Background: an optimization exercise with open tools, aiming at small area, a short achievable clock period and few clock cycles. Do not read the settings as production practice. Function was checked by simulation only, so behaviour that the tests miss may differ from the original. No activity file was given, so power comes from the tool's default toggle rates.

== run 1 ==
==> flow/design.v <==
`timescale 1ns/1ps
`default_nettype none
module dcache_port (
    input  logic        clk,
    input  logic        rstn,
    input  logic        req_valid,
    input  logic [63:0] req_address,
    input  logic [63:0] req_value,
    input  logic [1:0]  req_op,
    input  logic [1:0]  req_size,
    input  logic        req_unsigned,
    input  logic [3:0]  req_amo,
    output logic        req_ready,
    output logic        resp_valid,
    output logic [63:0] resp_value,
    output logic        ex_valid,
    output logic        ex_cause,
    output logic [63:0] ex_tval,
    output logic        ar_valid,
    output logic [63:0] ar_addr,
    input  logic        ar_ready,
    input  logic        r_valid,
    input  logic [63:0] r_data,
    output logic        aw_valid,
    output logic [63:0] aw_addr,
    input  logic        aw_ready,
    output logic        w_valid,
    output logic [63:0] w_data,
    output logic [7:0]  w_strb,
    input  logic        w_ready,
    input  logic        b_valid
);
    logic busy_q;    
    logic ex_q;      
    logic arp_q;     
    logic rw_q;      
    logic awp_q;     
    logic wp_q;      
    logic bw_q;      
    logic calc_q;    
    logic mm_q;      
    logic        ld_q;
    logic [63:0] addr_q;
    logic [63:0] val_q;     
    logic [63:0] old_q;     
    logic [7:0]  o1_q;                   
    logic        f1_q, f2_q, f4_q;       
    logic        sx_q;                   
    logic        sub_q, add_q, kp_q, kg_q, kv_q, sgn_q, max_q;   
    logic        cause_q;
    logic is_load, is_store, misal;
    assign is_load  = req_op == 2'd0;
    assign is_store = req_op == 2'd1;
    always_comb begin
        unique case (req_size)
            2'd0: misal = 1'b0;
            2'd1: misal = req_address[0];
            2'd2: misal = |req_address[1:0];
            default: misal = |req_address[2:0];
        endcase
    end
    logic rdone, done, acc, acc_rd, acc_st, amo_rd;
    assign rdone      = rw_q & r_valid;
    assign amo_rd     = rdone & ~ld_q;
    assign resp_valid = (rdone & ld_q) | (bw_q & b_valid);
    assign done       = resp_valid | ex_q;
    assign req_ready  = ~busy_q | done;
    assign acc        = req_valid & req_ready;
    assign acc_rd     = acc & ~misal & ~is_store;
    assign acc_st     = acc & ~misal & is_store;
    assign ex_valid = ex_q;
    assign ex_cause = cause_q;
    assign ex_tval  = addr_q;
    logic [63:0] addr_out;
    assign addr_out = (arp_q | awp_q) ? addr_q : req_address;
    assign ar_valid = arp_q | acc_rd;
    assign ar_addr  = addr_out;
    assign aw_valid = awp_q | acc_st;
    assign aw_addr  = addr_out;
    logic [7:0]  lb [8];
    logic [7:0]  sg, o1;
    logic        f1, f2, f4;
    logic [7:0]  b0, b1, b2, b3;
    logic        ext;
    logic [63:0] aligned;
    always_comb begin
        for (int k = 0; k < 8; k++) lb[k] = r_data[8*k +: 8];
        o1 = o1_q & {8{rw_q}};
        f1 = f1_q & rw_q;
        f2 = f2_q & rw_q;
        f4 = f4_q & rw_q;
        for (int k = 0; k < 8; k++) begin
            sg[k] = o1[k] & ~f1_q;
            if (k % 2 == 1) sg[k] = sg[k] | (o1[k-1] & f1_q & ~f2_q);
            if (k % 4 == 3) sg[k] = sg[k] | (o1[k-3] & f2_q & ~f4_q);
            sg[k] = sg[k] & sx_q;
        end
        b0 = '0; b1 = '0; b2 = '0; b3 = '0; ext = 1'b0;
        for (int k = 0; k < 8; k++) begin
            b0  |= lb[k] & {8{o1[k]}};
            ext |= lb[k][7] & sg[k];
        end
        for (int k = 0; k < 4; k++) b1 |= lb[2*k+1] & {8{o1[2*k]}};
        for (int k = 0; k < 2; k++) begin
            b2 |= lb[4*k+2] & {8{o1[4*k]}};
            b3 |= lb[4*k+3] & {8{o1[4*k]}};
        end
        aligned[7:0]   = b0;
        aligned[15:8]  = (b1 & {8{f1}}) | {8{ext & ~f1_q}};
        aligned[31:16] = ({b3, b2} & {16{f2}}) | {16{ext & ~f2_q}};
        aligned[63:32] = (r_data[63:32] & {32{f4}}) | {32{ext & ~f4_q}};
    end
    assign resp_value = aligned | (old_q & {64{~rw_q}});
    logic [63:0] wsrc;
    logic [1:0]  wsize;
    logic [2:0]  woff;
    logic [7:0]  strb_base;
    assign wsrc  = ~wp_q ? req_value : mm_q ? old_q : val_q;
    assign wsize = wp_q ? {f2_q, (f1_q & ~f2_q) | f4_q} : req_size;
    assign woff  = wp_q ? addr_q[2:0] : req_address[2:0];
    always_comb begin
        unique case (wsize)
            2'd0: begin w_data = {8{wsrc[7:0]}};  strb_base = 8'h01; end
            2'd1: begin w_data = {4{wsrc[15:0]}}; strb_base = 8'h03; end
            2'd2: begin w_data = {2{wsrc[31:0]}}; strb_base = 8'h0f; end
            default: begin w_data = wsrc;         strb_base = 8'hff; end
        endcase
    end
    assign w_strb  = strb_base << woff;
    assign w_valid = wp_q | acc_st;
    logic        sub, word, lt_u, lt, take_old, is_add, c32, c64;
    logic [63:0] pg_p, pg_g, cy, lres, alu;
    assign sub  = sub_q;
    assign word = f2_q & ~f4_q;
    assign pg_p = old_q ^ val_q;
    assign pg_g = old_q & val_q;
    always_comb begin
        logic [63:0] gg, pp;
        gg = pg_g;
        pp = pg_p;
        gg[0] = pg_g[0] | (pg_p[0] & sub);
        for (int l = 1; l <= 6; l++)
            for (int j = (1 << l) - 1; j < 64; j += (1 << l)) begin
                gg[j] = gg[j] | (pp[j] & gg[j - (1 << (l - 1))]);
                pp[j] = pp[j] & pp[j - (1 << (l - 1))];
            end
        for (int l = 6; l > 0; l--)
            for (int j = (1 << l) + (1 << (l - 1)) - 1; j < 64; j += (1 << l)) begin
                gg[j] = gg[j] | (pp[j] & gg[j - (1 << (l - 1))]);
                pp[j] = pp[j] & pp[j - (1 << (l - 1))];
            end
        cy  = {gg[62:0], sub};
        c64 = gg[63];
    end
    assign c32  = cy[32];
    assign lt_u = word ? ~c32 : ~c64;
    always_comb begin
        logic so, sv;
        so = word ? old_q[31] : old_q[63];
        sv = word ? ~val_q[31] : ~val_q[63];
        lt = (sgn_q & (so ^ sv)) ? so : lt_u;
    end
    assign take_old = lt ^ max_q;
    assign is_add   = add_q;
    always_comb begin
        lres = (pg_p & {64{kp_q}}) | (pg_g & {64{kg_q}}) | (val_q & {64{kv_q}})
             | (~val_q & {64{sub_q}});
    end
    assign alu = is_add ? pg_p ^ cy : lres;
    logic acc_inv, d_add, d_kp, d_kg, d_sgn, d_max;
    assign acc_inv = req_op == 2'd2
                   & (req_amo[3] | (req_amo[2] & req_amo[0]) | (req_amo[2] & req_amo[1]));
    assign d_add   = req_amo == 4'd1;
    assign d_kp    = req_amo == 4'd2 || req_amo == 4'd4;
    assign d_kg    = req_amo == 4'd3 || req_amo == 4'd4;
    assign d_sgn   = req_amo == 4'd5 || req_amo == 4'd6;
    assign d_max   = req_amo == 4'd6 || req_amo == 4'd8;
    always_ff @(posedge clk or negedge rstn) begin
        if (!rstn) begin
            busy_q <= 1'b0;
            ex_q   <= 1'b0;
            arp_q  <= 1'b0;
            rw_q   <= 1'b0;
            awp_q  <= 1'b0;
            wp_q   <= 1'b0;
            bw_q   <= 1'b0;
            calc_q <= 1'b0;
            mm_q   <= 1'b0;
        end else begin
            busy_q <= acc | (busy_q & ~done);
            ex_q   <= acc & misal;
            arp_q  <= ar_valid & ~ar_ready;
            rw_q   <= acc_rd | (rw_q & ~r_valid);
            awp_q  <= (aw_valid & ~aw_ready) | amo_rd;
            wp_q   <= (w_valid & ~w_ready) | calc_q;
            bw_q   <= acc_st | amo_rd | (bw_q & ~b_valid);
            calc_q <= amo_rd;
            if (acc) mm_q <= 1'b0;
            else if (calc_q) mm_q <= sub & take_old;
        end
    end
    always_ff @(posedge clk) begin
        if (acc) begin
            ld_q    <= is_load;
            addr_q  <= req_address;
            o1_q    <= 8'd1 << req_address[2:0];
            f1_q    <= req_size != 2'd0;
            f2_q    <= req_size[1];
            f4_q    <= req_size == 2'd3;
            sx_q    <= ~(req_unsigned & is_load);
            sub_q   <= acc_inv;
            add_q   <= d_add;
            kp_q    <= d_kp;
            kg_q    <= d_kg;
            kv_q    <= ~(acc_inv | d_add | d_kp | d_kg);
            sgn_q   <= d_sgn;
            max_q   <= d_max;
            cause_q <= ~is_load;
        end
        if (acc) val_q <= req_value ^ {64{acc_inv}};
        else if (calc_q) val_q <= alu;
        if (amo_rd) old_q <= aligned;
    end
endmodule
`default_nettype wire
Settings: LEC_CHECK=0, CAP_MARGIN=20, CORE_MARGIN=2, CORE_UTILIZATION=40, CTS_CLUSTER_DIAMETER=100, CTS_CLUSTER_SIZE=30, SETUP_SLACK_MARGIN=2.3, SLEW_MARGIN=20, TNS_END_PERCENT=0; clock period 6.5 ns.
standard.sh (not shown) runs the stock make flow with config.mk's settings and CLKGATE_MAP_FILE= SYNTH_SCRIPT=/design/flow/synth_recipe.tcl, a recipe that flattens the netlist after the stock synthesis.
==> flow/flow/run.sh <==
#!/bin/bash
set -euo pipefail
bash standard.sh BUFFER_PORTS_ARGS="-buffer_cell sky130_fd_sc_hd__buf_1" finish > make_finish.log 2>&1
Run 1: flow completed, timing, DRC and antenna clean
Testbench counts of run 1, summed over its fixed seeds: cycles 15,767.
The inputs of run 2 differ from those of run 1 as listed below.
Settings: CTS_CLUSTER_DIAMETER: 100 -> unset; CTS_CLUSTER_SIZE: 30 -> unset.
--- outcome ---
The fraction of the cycle the final worst path needs of run 2 falls short of that of run 1 by 0.74 points. Each of the runs, namely run 1 and run 2, reached the end of the flow and came out clean. Per the comparison of run 2 with run 1, number of clock buffers inserted by TritonCTS higher; global-route usage over all layers roughly the same; via count of the first global-routing pass higher; area growth from synthesis to layout higher.
#### Input delta (run 3 over run 2)
Settings: SETUP_SLACK_MARGIN now 2.8, was 2.3.
==> comparison <==
Run 3: done, clean on timing, DRC and antenna. Mean number of vias per cell was lower in run 2 than in run 3. Looking only at data arrival time of the worst path, and setting everything else aside, the higher value of run 3 and run 2 goes to run 3. Comparing run 3 and run 2, the lower core utilization was measured on run 2. Run 3 vs. run 2: clock share of power up 2.3 points, area used by multi-input combinational logic went up. Run 2 vs run 3, worst setup path endpoint: w_data[40] vs resp_value[18].
The inputs of run 4 differ from those of run 3 as listed below.
Settings: clearing TNS_END_PERCENT, which used to be 0; swapping 2.8 for 2.5 in SETUP_SLACK_MARGIN.
[summary]
Compared with run 3, run 4 shows a lower total stage count of the critical path. On sequential share of layout area: between run 3 and run 4, it ends up higher for run 3. Of run 4 and run 3, it is run 4 that has the lower clock-buffer cell count. Antenna cell count was higher in run 4 than in run 3. On power per unit of standard cell area, the lower figure sits with run 4, not run 3. When the final numbers for run 3 and run 4 were put side by side, the arrival time at the worst endpoint turned out to be smaller in run 4. Diff run 3 -> run 4 | overall power after layout | up by a few percent. Final area went up by a few percent going from run 3 to run 4. Reg2reg setup slack ends up higher on run 4. Run 4 vs run 3, instance count: run 4 higher. Sequential cell power: run 4 vs run 3, no meaningful difference.
The inputs of run 5 differ from those of run 4 as listed below.
Settings: SETUP_SLACK_MARGIN: 2.5 -> 2.3; TNS_END_PERCENT: unset -> 0; CTS_CLUSTER_DIAMETER: unset -> 100; CTS_CLUSTER_SIZE: unset -> 30; PLACE_DENSITY: unset -> 0.75.
Findings:
- Run 4 closes out successfully: all stages finished, all timing, DRC and antenna checks passed.
- No stage failed in run 5, and the final checks on the layout all came back clean.
- Changes observed in run 5 relative to run 4: critical path depth went up, total number of multi-input combinational cells level, overall power of the completed layout down 12%, met3 layer usage reported by global route rose by 0.94 points.
- Re average wire per standard cell: run 5 is about 2% up on run 4.
- From run 4 to run 5 the numbers moved as follows: total global routing track utilization fell 0.41 points, number of ordinary inverters in the final layout went down by 1, wire length of the first global-routing pass lost 1.7%, reported sequential group power held steady.


Another version of the RTL of dcache_port (not shown whole).
For scale: about 1900 cells after synthesis, roughly 540 I/O pins, about 0.018 mm^2 of cells after synthesis.
export LEC_CHECK = 0
export CAP_MARGIN = 20
export CORE_MARGIN = 2
export CORE_UTILIZATION = 40
export CTS_BUF_LIST = sky130_fd_sc_hd__clkbuf_8
export SETUP_SLACK_MARGIN = 2.5
export SLEW_MARGIN = 20
export TNS_END_PERCENT = 10
create_clock -name core_clock -period 6.5 [get_ports {clk}]
Scripts as last shown in full above: flow/flow/run.sh
Testbench counts at the start, summed over its fixed seeds: cycles 15,767.
Then changed:
- TNS_END_PERCENT: 10 -> 0
After rerunning: Worst setup slack improved by 0.082 ns. Final cell count drops by 1.5%. Utilization drops by 1.1 points. Non-clock buffer count drops by 41. Count of clock-buffer cells in the layout drops by 2. Sequential power hardly moves. Area after synthesis does not change. Power drops by 3.1%. Die area does not change.
Then changed:
- CTS_BUF_LIST: sky130_fd_sc_hd__clkbuf_8 -> unset
The changed run completed with no timing, DRC or antenna violations.
Utilization is higher by 0.11 points.
First-iteration DRC count is lower by 2.7%.
Cell area stays flat.
Total power is higher by 3.5%.
Then changed:
- CTS_CLUSTER_DIAMETER: unset -> 60
- CTS_CLUSTER_SIZE: unset -> 20
The new run finished with timing, DRC and antenna clean.
Clock power drops by a little under a tenth.
Clock-buffer cell count decreases by 7.
Die area stays the same.
Power falls by a few percent.
Final area stays flat.
Worst setup slack gets better by 0.10 ns.
Sequential power barely changes.
Register-to-register slack degrades by 0.04 ns.
Wire length went down slightly.


Setup of build 77:
Another version of the RTL of dcache_port (not shown whole).
Size: roughly 1800 cells after synthesis, about 220 flip-flops, about 540 I/O pins, about 0.016 mm^2 of cells after synthesis.
clock: 6.5 ns
lec_check: 0
cap_margin: 20
core_margin: 2
core_utilization: 40
cts_buf_list: sky130_fd_sc_hd__clkbuf_8
setup_slack_margin: 2.0
slew_margin: 20
tns_end_percent: 0
Scripts as last shown in full above: flow/flow/run.sh
Testbench counts of build 77, summed over its fixed seeds: cycles 15,767.
diff inputs: build 77 => build 53
Settings: swapping 2.0 for 2.2 in SETUP_SLACK_MARGIN.
### Flow results
When the final numbers for build 53 and build 77 were put side by side, the peak ir drop on the vdd network turned out to be smaller in build 77.
Build 53 and build 77 ended up with nearly the same final hold slack.
Build 53: final routed wirelength across all metal layers about 2.3% above build 77
Lower total internal power among build 53 and build 77: build 77
Going from build 77 to build 53, worst-case clock skew rose 9.0 ps, non-clock buffer count went up.
Build 53 ended up with w_data[46] as its destination of the critical timing path; build 77 ended up with w_data[59].
Edits applied to the flow inputs when going from build 53 to build 42:
Settings: SETUP_SLACK_MARGIN now 2.5, was 2.2.
Findings:
In summary, build 42 completed successfully, with a layout that passed the timing, DRC and antenna checks. NOTE: final area in build 42 exceeds that of build 53. Summary — area overhead of the layout relative to synthesis, build 42 relative to build 53: higher, by 2.3 points. The final reports for build 42 and build 53 show number of antenna violations at the first check in global routing higher in the former. Against build 53, clock buffer count in the final layout in build 42 rose by more than 10%. dfrtp_2 as the worst-path cell with the longest stage delay was reported by build 53, and a221o_1 by build 42. Net switching power in build 42 is 0.89% higher than in build 53. Between build 42 and build 53, the number of fill cells in the layout figures differ only marginally. A path type of the worst setup path of primary input to primary output is what build 42 shows, while flip-flop to primary output belongs to build 53. Build 42 vs build 53, instance count: build 42 higher.


dcache_port, a different RTL version from the one above (not shown whole).
Size in the first run: ~2000 cells after synthesis, roughly 210 flip-flops, about 540 I/O pins, ~18000 sq um of cells after synthesis.
==> flow/config.mk <==
export PLATFORM = sky130hd
export DESIGN_NAME = dcache_port
export DESIGN_NICKNAME = dcache_port
export VERILOG_FILES = /design/flow/design.v
export SDC_FILE = /design/flow/constraint.sdc
export NUM_CORES = 4
export LEC_CHECK = 0
export CAP_MARGIN = 20
export CORE_MARGIN = 2
export CORE_UTILIZATION = 40
export SETUP_SLACK_MARGIN = 1.0
export SLEW_MARGIN = 20
==> flow/constraint.sdc <==
create_clock -name core_clock -period 6.5 [get_ports {clk}]
set_input_delay 1.3000 -clock core_clock [delete_from_list [all_inputs] [get_ports {clk}]]
set_output_delay 1.3000 -clock core_clock [all_outputs]
set_load 0.01 [all_outputs]
Scripts as last shown in full above: flow/flow/run.sh
Testbench counts at the start, summed over its fixed seeds: cycles 15,767.
==> next run, changes <==
CORE_UTILIZATION = 65   (was 40)
SETUP_SLACK_MARGIN = 1.5   (was 1.0)
Effect: The changed run finished with timing, DRC and antenna clean. Routed wire length decreases slightly. Non-clock buffer count increases by 2. Power decreases slightly. Critical path depth decreases by 2. Die area decreases by well over a third. Register-to-register slack gets better by 270 ps. Area after synthesis stays the same.

==> separate check: timing with driven ports <==
In the flow no input, the clock included, has a driving cell. The finished layouts below were timed again as built, in two steps. Step 1: set_driving_cell puts a clkbuf_16 on clk and a buf_2 on each other input, an assumption about the parent block. Step 2 also shifts input and output timing later by t, the mid clock arrival at the registers, as if the neighbouring blocks saw the same clock. a / b / c = ideal ports / drivers / drivers and shift; a / b = the first two.
| run | shift t [ns] | setup WS [ns] | slew at the worst register clock pin (ns) | worst data-port slew with drivers (ns) | cell pins on the clock port's net |
|---|---|---|---|---|---|
| run 1 | 0.579 | 2.108 / 2.046 / 2.054 | 0.11 / 0.11 | 0.15 | 1 |
| run 2 | 0.631 | 2.156 / 2.070 / 2.070 | 0.07 / 0.07 | 0.15 | 1 |
| run 3 | 0.633 | 2.115 / 2.032 / 1.905 | 0.07 / 0.07 | 0.18 | 1 |
| run 4 | 0.625 | 2.263 / 2.203 / 1.806 | 0.07 / 0.07 | 0.14 | 1 |
| run 5 | 0.584 | 2.147 / 2.125 / 2.125 | 0.12 / 0.12 | 0.16 | 1 |
| the first run of note 2 | 0.686 | 2.210 / 2.080 / 1.644 | 0.08 / 0.08 | 0.18 | 1 |
| the second run of note 2 | 0.657 | 2.292 / 2.159 / 1.993 | 0.07 / 0.07 | 0.23 | 1 |
| the third run of note 2 | 0.639 | 2.204 / 2.065 / 2.029 | 0.07 / 0.07 | 0.23 | 1 |
| the fourth run of note 2 | 0.627 | 2.308 / 2.168 / 1.998 | 0.09 / 0.09 | 0.23 | 1 |
| build 77 | 0.697 | 1.666 / 1.608 / 1.646 | 0.07 / 0.07 | 0.16 | 1 |
| build 53 | 0.700 | 2.145 / 2.089 / 2.104 | 0.07 / 0.07 | 0.15 | 1 |
| build 42 | 0.683 | 2.159 / 2.067 / 2.067 | 0.07 / 0.07 | 0.19 | 1 |
| the first run of note 4 | 0.621 | 1.414 / 1.358 / 1.483 | 0.07 / 0.07 | 0.14 | 1 |
| the second run of note 4 | 0.597 | 1.459 / 1.402 / 1.452 | 0.07 / 0.07 | 0.23 | 1 |
After both steps setup and hold are still met in every run listed. For the first run of note 2, which loses most, drivers alone change the setup slack by -0.130 ns; drivers and shift together by -0.566 ns.
